This is an optimization exercise on Yosys and OpenROAD, whose aim is small area, a short achievable clock period and few clock cycles per item, not a production implementation. Where RTL was checked, it was by simulation tests only, not by an equivalence proof against the original. Power figures rest on the tool's default switching activity, not on a simulated workload.

## ember
// max_sum_sliding_window
module max_sum_sliding_window (
    input  logic              i_clk,
    input  logic              i_rst_n,
    input  logic              i_cfg_we,
    input  logic [8:0]        i_cfg_data,
    input  logic              i_in_valid,
    output logic              o_in_ready,
    input  logic [15:0]       i_in_sample,
    input  logic              i_in_last,
    output logic              o_res_valid,
    input  logic              i_res_ready,
    output logic [15:0]       o_res_best_start,
    output logic [23:0]       o_res_best_sum,
    output logic [1:0]        o_res_status
);
For scale: about 5100 cells after synthesis, ~4300 flip-flops, about 75 I/O pins, roughly 94000 sq um of cells after synthesis.
clock: 10.0 ns
lec_check: 0
cap_margin: 20
core_margin: 2
core_utilization: 45
cts_cluster_diameter: 80
cts_cluster_size: 28
place_density: 0.6
slew_margin: 20
standard.sh (not shown) runs the stock make flow with config.mk's settings and CLKGATE_MAP_FILE= SYNTH_SCRIPT=/design/flow/synth_recipe.tcl, a recipe that flattens the netlist after the stock synthesis.
==> flow/flow/run.sh <==
#!/bin/bash
# Own layout flow: the standard ORFS flow (standard.sh, standard synthesis unchanged)
# with two changes to how the layout is optimised (constraints and clock period unchanged):
#  - ports are buffered with buf_4 cells instead of the default delay-cell buffer,
#  - timing repair aims at a setup slack margin, so it also speeds up paths that
#    already meet the period.
# The make output goes to standard_flow.log; ORFS keeps each tool's log under orfs/logs.
set -euo pipefail
export BUFFER_PORTS_ARGS="-buffer_cell sky130_fd_sc_hd__buf_4"
export SETUP_SLACK_MARGIN=0
bash standard.sh > standard_flow.log 2>&1
Input changes introduced in yarrow (baseline for comparison: ember):
diff --git a/flow/flow/run.sh b/flow/flow/run.sh
--- a/flow/flow/run.sh
+++ b/flow/flow/run.sh
@@ -9,3 +9,3 @@
 export BUFFER_PORTS_ARGS="-buffer_cell sky130_fd_sc_hd__buf_4"
-export SETUP_SLACK_MARGIN=0
+export SETUP_SLACK_MARGIN=6.4
 bash standard.sh > standard_flow.log 2>&1
## What came out
- yarrow closes out successfully: all stages finished, all timing, DRC and antenna checks passed.
- Worst-case clock skew is lower on yarrow
- The via count reported for yarrow is greater than that of ember by 0.50%.
- yarrow vs. ember: proportion of power drawn by combinational gates saw an increase; non-clock buffer count went up about 30%; number of different library cells in the post-synthesis netlist held; time the worst path needs with I/O delays and setup decreased by 0.74 ns relative to the old numbers.
- Summary of yarrow over ember: least setup slack across all paths after layout went up 0.74 ns; number of vias per cell after detailed routing saw little to no change.
No functional check of the RTL was part of any run of this note.

========
max_sum_sliding_window, a different RTL version from the one above (not shown whole).
For scale: about 5,900 cells after synthesis, roughly 4,300 flip-flops, about 95,000 um^2 of cells after synthesis.
clock: 10.0 ns
lec_check: 0
abc_area: 1
cap_margin: 20
core_margin: 2
core_utilization: 65
cts_cluster_diameter: 80
cts_cluster_size: 28
place_density: 0.75
slew_margin: 20
==> flow/flow/run.sh <==
#!/bin/bash
# Own layout flow: the standard ORFS flow (standard.sh, standard synthesis unchanged)
# with three changes to how the layout is optimised (constraints and clock period unchanged):
#  - ports are buffered with buf_4 cells instead of the default delay-cell buffer,
#  - timing repair aims at a setup slack margin, so it also speeds up paths that
#    already meet the period,
#  - clock tree synthesis inserts no dummy loads (sink clustering as in config.mk).
# The make output goes to standard_flow.log; ORFS keeps each tool's log under orfs/logs.
set -euo pipefail
export BUFFER_PORTS_ARGS="-buffer_cell sky130_fd_sc_hd__buf_4"
export SETUP_SLACK_MARGIN=6.8
export CTS_ARGS="-sink_clustering_enable -repair_clock_nets -sink_clustering_size 28 -sink_clustering_max_diameter 80 -dont_use_dummy_load"
bash standard.sh > standard_flow.log 2>&1
The first run produced a clean layout.
Testbench counts at the start, summed over its fixed seeds: cycles 59,146, items 59,080.
Then changed:
ABC_AREA = default   (was 1)
- cell area shrinks by 0.83%
- area after synthesis shrinks by 0.90%
- final cell count shrinks by 7.6%
- first-iteration DRC count shrinks by 2.8%
- clock skew shrinks by 0.035 ns
- count of clock-buffer cells in the layout shrinks by 1
- combinational power shrinks by about 7%
- register-to-register slack is worse by 0.14 ns
- die area shrinks by 0.89%
- wire length shrinks by 8.2%
- power shrinks by 2.5%

========
The RTL this note starts from:
==> flow/design.v <==
module msw_ring (
    input  logic        i_clk,
    input  logic        i_acc,
    input  logic [15:0] i_data,
    input  logic        i_w1,
    input  logic [7:0]  i_wm2,
    output logic [15:0] o_x,
    output logic [15:0] o_old
);
    logic [15:0]       r_x;
    logic [3*16-1:0]   r_s0;
    logic [12*16-1:0]  r_s1;
    logic [48*16-1:0]  r_s2;
    logic [192*16-1:0] r_s3;
    logic [15:0]       r_out;
    logic [15:0] out0, out1, out2, out3;
    always_comb begin
        case (i_wm2[1:0])
            2'd0:    out0 = r_x;
            2'd1:    out0 = r_s0[0*16 +: 16];
            2'd2:    out0 = r_s0[1*16 +: 16];
            default: out0 = r_s0[2*16 +: 16];
        endcase
        case (i_wm2[3:2])
            2'd0:    out1 = out0;
            2'd1:    out1 = r_s1[3*16 +: 16];
            2'd2:    out1 = r_s1[7*16 +: 16];
            default: out1 = r_s1[11*16 +: 16];
        endcase
        case (i_wm2[5:4])
            2'd0:    out2 = out1;
            2'd1:    out2 = r_s2[15*16 +: 16];
            2'd2:    out2 = r_s2[31*16 +: 16];
            default: out2 = r_s2[47*16 +: 16];
        endcase
        case (i_wm2[7:6])
            2'd0:    out3 = out2;
            2'd1:    out3 = r_s3[63*16 +: 16];
            2'd2:    out3 = r_s3[127*16 +: 16];
            default: out3 = r_s3[191*16 +: 16];
        endcase
    end
    always_ff @(posedge i_clk) begin
        if (i_acc) begin
            r_x <= i_data;
        end else if (!i_w1) begin
            r_x <= r_out;
        end
        r_s0  <= {r_s0[0 +: 2*16], r_x};
        r_s1  <= {r_s1[0 +: 11*16], out0};
        r_s2  <= {r_s2[0 +: 47*16], out1};
        r_s3  <= {r_s3[0 +: 191*16], out2};
        r_out <= out3;
    end
    assign o_x   = r_x;
    assign o_old = i_w1 ? r_x : r_out;
endmodule
module max_sum_sliding_window (
    input  logic              i_clk,
    input  logic              i_rst_n,
    input  logic              i_cfg_we,
    input  logic [8:0]        i_cfg_data,
    input  logic              i_in_valid,
    output logic              o_in_ready,
    input  logic [15:0]       i_in_sample,
    input  logic              i_in_last,
    output logic              o_res_valid,
    input  logic              i_res_ready,
    output logic [15:0]       o_res_best_start,
    output logic [23:0]       o_res_best_sum,
    output logic [1:0]        o_res_status
);
    localparam logic [1:0] ST_OK    = 2'd0;
    localparam logic [1:0] ST_SHORT = 2'd1;
    localparam logic [1:0] ST_LONG  = 2'd2;
    logic [7:0]  eff_wm2;
    logic [7:0]  r_ewm2;
    logic        r_ew1;        
    logic [7:0]  r_wm2;
    logic        r_w1;
    logic        r_ready;
    logic        r_mid;        
    logic [7:0]  r_gc;         
    logic        aligned;
    logic        acc;
    logic        take;
    logic [17:0] r_kc;         
    logic [17:0] kc_end;       
    logic [24:0] r_part;       
    logic [15:0] last_sample;  
    logic [15:0] old_sample;
    logic        sub;
    logic [24:0] p_a, p_b, p_c, p_s, p_cy, p_nxt;
    logic [25:0] d_a, d_b, d_c, d_s, d_cy;
    logic        r_s_valid;
    logic        r_s_last;
    logic [23:0] r_best;
    logic [15:0] r_bidx;
    logic        s_set;
    logic        s_upd;
    logic [1:0]  s_status;
    logic [23:0] s_sum;
    logic [25:0] s_diff;
    logic [23:0] n_best;
    logic [15:0] n_idx;
    logic        new_res;
    logic        r_oval;
    logic [1:0]  r_status;
    always_comb begin
        if (i_cfg_data <= 9'd1) begin
            eff_wm2 = 8'hFF;
        end else if (i_cfg_data >= 9'd256) begin
            eff_wm2 = 8'd254;
        end else begin
            eff_wm2 = 8'(i_cfg_data - 9'd2);
        end
    end
    always_ff @(posedge i_clk) begin
        if (!i_rst_n) begin
            r_ewm2 <= 8'hFF;
            r_ew1  <= 1'b1;
        end else if (i_cfg_we) begin
            r_ewm2 <= eff_wm2;
            r_ew1  <= (i_cfg_data <= 9'd1);
        end
    end
    always_ff @(posedge i_clk) begin
        if (!r_mid) begin
            r_wm2 <= r_ewm2;
            r_w1  <= r_ew1;
        end
    end
    assign acc     = i_in_valid && r_ready;
    assign take    = r_oval && i_res_ready;
    assign aligned = (r_gc == r_wm2);
    always_ff @(posedge i_clk) begin
        if (!i_rst_n) begin
            r_ready <= 1'b1;
            r_mid   <= 1'b0;
        end else begin
            r_ready <= (acc || !r_mid || aligned)
                    && !(acc && i_in_last) && !(r_s_valid && r_s_last)
                    && !(r_oval && !i_res_ready);
            if (acc) begin
                r_mid <= !i_in_last;
            end
        end
    end
    always_ff @(posedge i_clk) begin
        if (acc || aligned) begin
            r_gc <= 8'hFF;
        end else begin
            r_gc <= r_gc + 8'd1;
        end
    end
    msw_ring u_ring (
        .i_clk  (i_clk),
        .i_acc  (acc),
        .i_data (i_in_sample),
        .i_w1   (r_w1),
        .i_wm2  (r_wm2),
        .o_x    (last_sample),
        .o_old  (old_sample)
    );
    assign sub = r_mid && !r_kc[17];
    always_comb begin
        p_a   = r_mid ? r_part : 25'd0;
        p_b   = r_mid ? {{9{last_sample[15]}}, last_sample} : 25'd0;
        p_c   = sub ? ~{{9{old_sample[15]}}, old_sample} : 25'h1FFFFFF;
        p_s   = p_a ^ p_b ^ p_c;
        p_cy  = {(p_a[23:0] & p_b[23:0]) | (p_a[23:0] & p_c[23:0]) | (p_b[23:0] & p_c[23:0]), 1'b1};
        p_nxt = p_s + p_cy;
    end
    always_ff @(posedge i_clk) begin
        if (acc) begin
            r_part <= p_nxt;
            if (!r_mid) begin
                r_kc <= r_ew1 ? 18'd0 : {10'h3FF, ~r_ewm2};
            end else if (r_kc[17:16] != 2'b01) begin
                r_kc <= r_kc + 18'd1;
            end
        end
    end
    always_ff @(posedge i_clk) begin
        if (!i_rst_n) begin
            r_s_valid <= 1'b0;
        end else begin
            r_s_valid <= acc;
        end
        r_s_last <= i_in_last;
    end
    always_comb begin
        s_sum  = 24'(r_part + {{9{last_sample[15]}}, last_sample});
        d_a    = {r_part[24], r_part};
        d_b    = {{10{last_sample[15]}}, last_sample};
        d_c    = ~{{2{r_best[23]}}, r_best};
        d_s    = d_a ^ d_b ^ d_c;
        d_cy   = {(d_a[24:0] & d_b[24:0]) | (d_a[24:0] & d_c[24:0]) | (d_b[24:0] & d_c[24:0]), 1'b1};
        s_diff = d_s + d_cy;
        s_set  = (r_kc == 18'd0);
        s_upd  = !r_kc[17] && (s_set || !s_diff[25]);
        kc_end = r_kc + {10'd0, r_wm2} + 18'h30001;
        n_best = s_upd ? s_sum : r_best;
        n_idx  = s_upd ? r_kc[15:0] : r_bidx;
        if (r_w1 ? (r_kc[17:16] == 2'b01) : !kc_end[17]) begin
            s_status = ST_LONG;
        end else if (r_kc[17]) begin
            s_status = ST_SHORT;
        end else begin
            s_status = ST_OK;
        end
        new_res = r_s_valid && r_s_last;
    end
    always_ff @(posedge i_clk) begin
        if (new_res) begin
            r_status <= s_status;
            if (s_status == ST_OK) begin
                r_best <= n_best;
                r_bidx <= n_idx;
            end else begin
                r_best <= 24'd0;
                r_bidx <= 16'd0;
            end
        end else if (r_s_valid && s_upd) begin
            r_best <= s_sum;
            r_bidx <= r_kc[15:0];
        end
    end
    always_ff @(posedge i_clk) begin
        if (!i_rst_n) begin
            r_oval <= 1'b0;
        end else begin
            r_oval <= new_res || (r_oval && !i_res_ready);
        end
    end
    assign o_in_ready       = r_ready;
    assign o_res_valid      = r_oval;
    assign o_res_best_start = r_bidx;
    assign o_res_best_sum   = r_best;
    assign o_res_status     = r_status;
endmodule
==> flow/config.mk <==
export PLATFORM = sky130hd
export DESIGN_NAME = max_sum_sliding_window
export DESIGN_NICKNAME = max_sum_sliding_window
export VERILOG_FILES = /design/flow/design.v
export SDC_FILE = /design/flow/constraint.sdc
export NUM_CORES = 4
export LEC_CHECK = 0
export CAP_MARGIN = 20
export CORE_MARGIN = 2
export CORE_UTILIZATION = 45
export CTS_CLUSTER_DIAMETER = 90
export CTS_CLUSTER_SIZE = 32
export PLACE_DENSITY = 0.6
export SLEW_MARGIN = 20
==> flow/constraint.sdc <==
create_clock -name core_clock -period 10.0 [get_ports {i_clk}]
set_input_delay 2.0000 -clock core_clock [delete_from_list [all_inputs] [get_ports {i_clk}]]
set_output_delay 2.0000 -clock core_clock [all_outputs]
set_load 0.01 [all_outputs]
==> flow/flow/run.sh <==
#!/bin/bash
# Own layout flow: the standard ORFS flow (standard.sh, standard synthesis unchanged)
# with two changes to how the layout is optimised (constraints and clock period unchanged):
#  - ports are buffered with buf_4 cells instead of the default delay-cell buffer,
#  - timing repair aims at a setup slack margin, so it also speeds up paths that
#    already meet the period.
# The make output goes to standard_flow.log; ORFS keeps each tool's log under orfs/logs.
set -euo pipefail
export BUFFER_PORTS_ARGS="-buffer_cell sky130_fd_sc_hd__buf_4"
export SETUP_SLACK_MARGIN=6.8
bash standard.sh > standard_flow.log 2>&1
==> next run, changes <==
CORE_UTILIZATION = 60   (was 45)
CTS_CLUSTER_DIAMETER = 80   (was 90)
CTS_CLUSTER_SIZE = 28   (was 32)
PLACE_DENSITY = 0.7   (was 0.6)
The changed run produced a clean layout.
Clock power rose by 3.1%.
Count of clock-buffer cells in the layout went up by 16.
Via count goes up by 0.35%.
Power climbs by 0.60%.
Global-route usage climbs by 4.0 points.
Hold slack barely changes.
Combinational power came out lower by about 3%.
Critical path depth drops by 3.
Fmax fell by 0.63%.
Synthesized area is unchanged.
Utilization goes up by 16 points.
No functional check of the RTL was part of any run of this note.

## separate check: timing with driven ports
No port has a modelled driver above. Below, the same layouts with a new extraction and two added sets of constraints. Step 1 (the two cells are an assumption about what drives the block):
set clk [get_ports {i_clk}]
set_driving_cell -lib_cell sky130_fd_sc_hd__clkbuf_16 $clk
set_driving_cell -lib_cell sky130_fd_sc_hd__buf_2 [delete_from_list [all_inputs] $clk]
Step 2 times the ports against the registers' clock, not the clock port: input delays grow and output delays shrink by t, the midpoint of the rising clock arrivals with the driver on. Three values: ideal, step 1, step 2; two values: the first two.
run | shift t [ns] | setup slack, ns | pins driven straight from the clock port
ember | 0.886 | 5.434 / 5.434 / 4.556 | 1
yarrow | 0.882 | 6.171 / 6.095 / 5.213 | 1
the first run of note 2 | 0.843 | 6.486 / 6.409 / 6.082 | 1
the second run of note 2 | 0.877 | 6.476 / 6.431 / 5.995 | 1
the first run of note 3 | 0.921 | 6.278 / 6.278 / 6.017 | 1
the second run of note 3 | 0.889 | 6.254 / 6.254 / 6.254 | 1
After both steps setup and hold are still met in every run listed. For yarrow, which loses most, drivers alone change the setup slack by -0.076 ns; drivers and shift together by -0.958 ns.
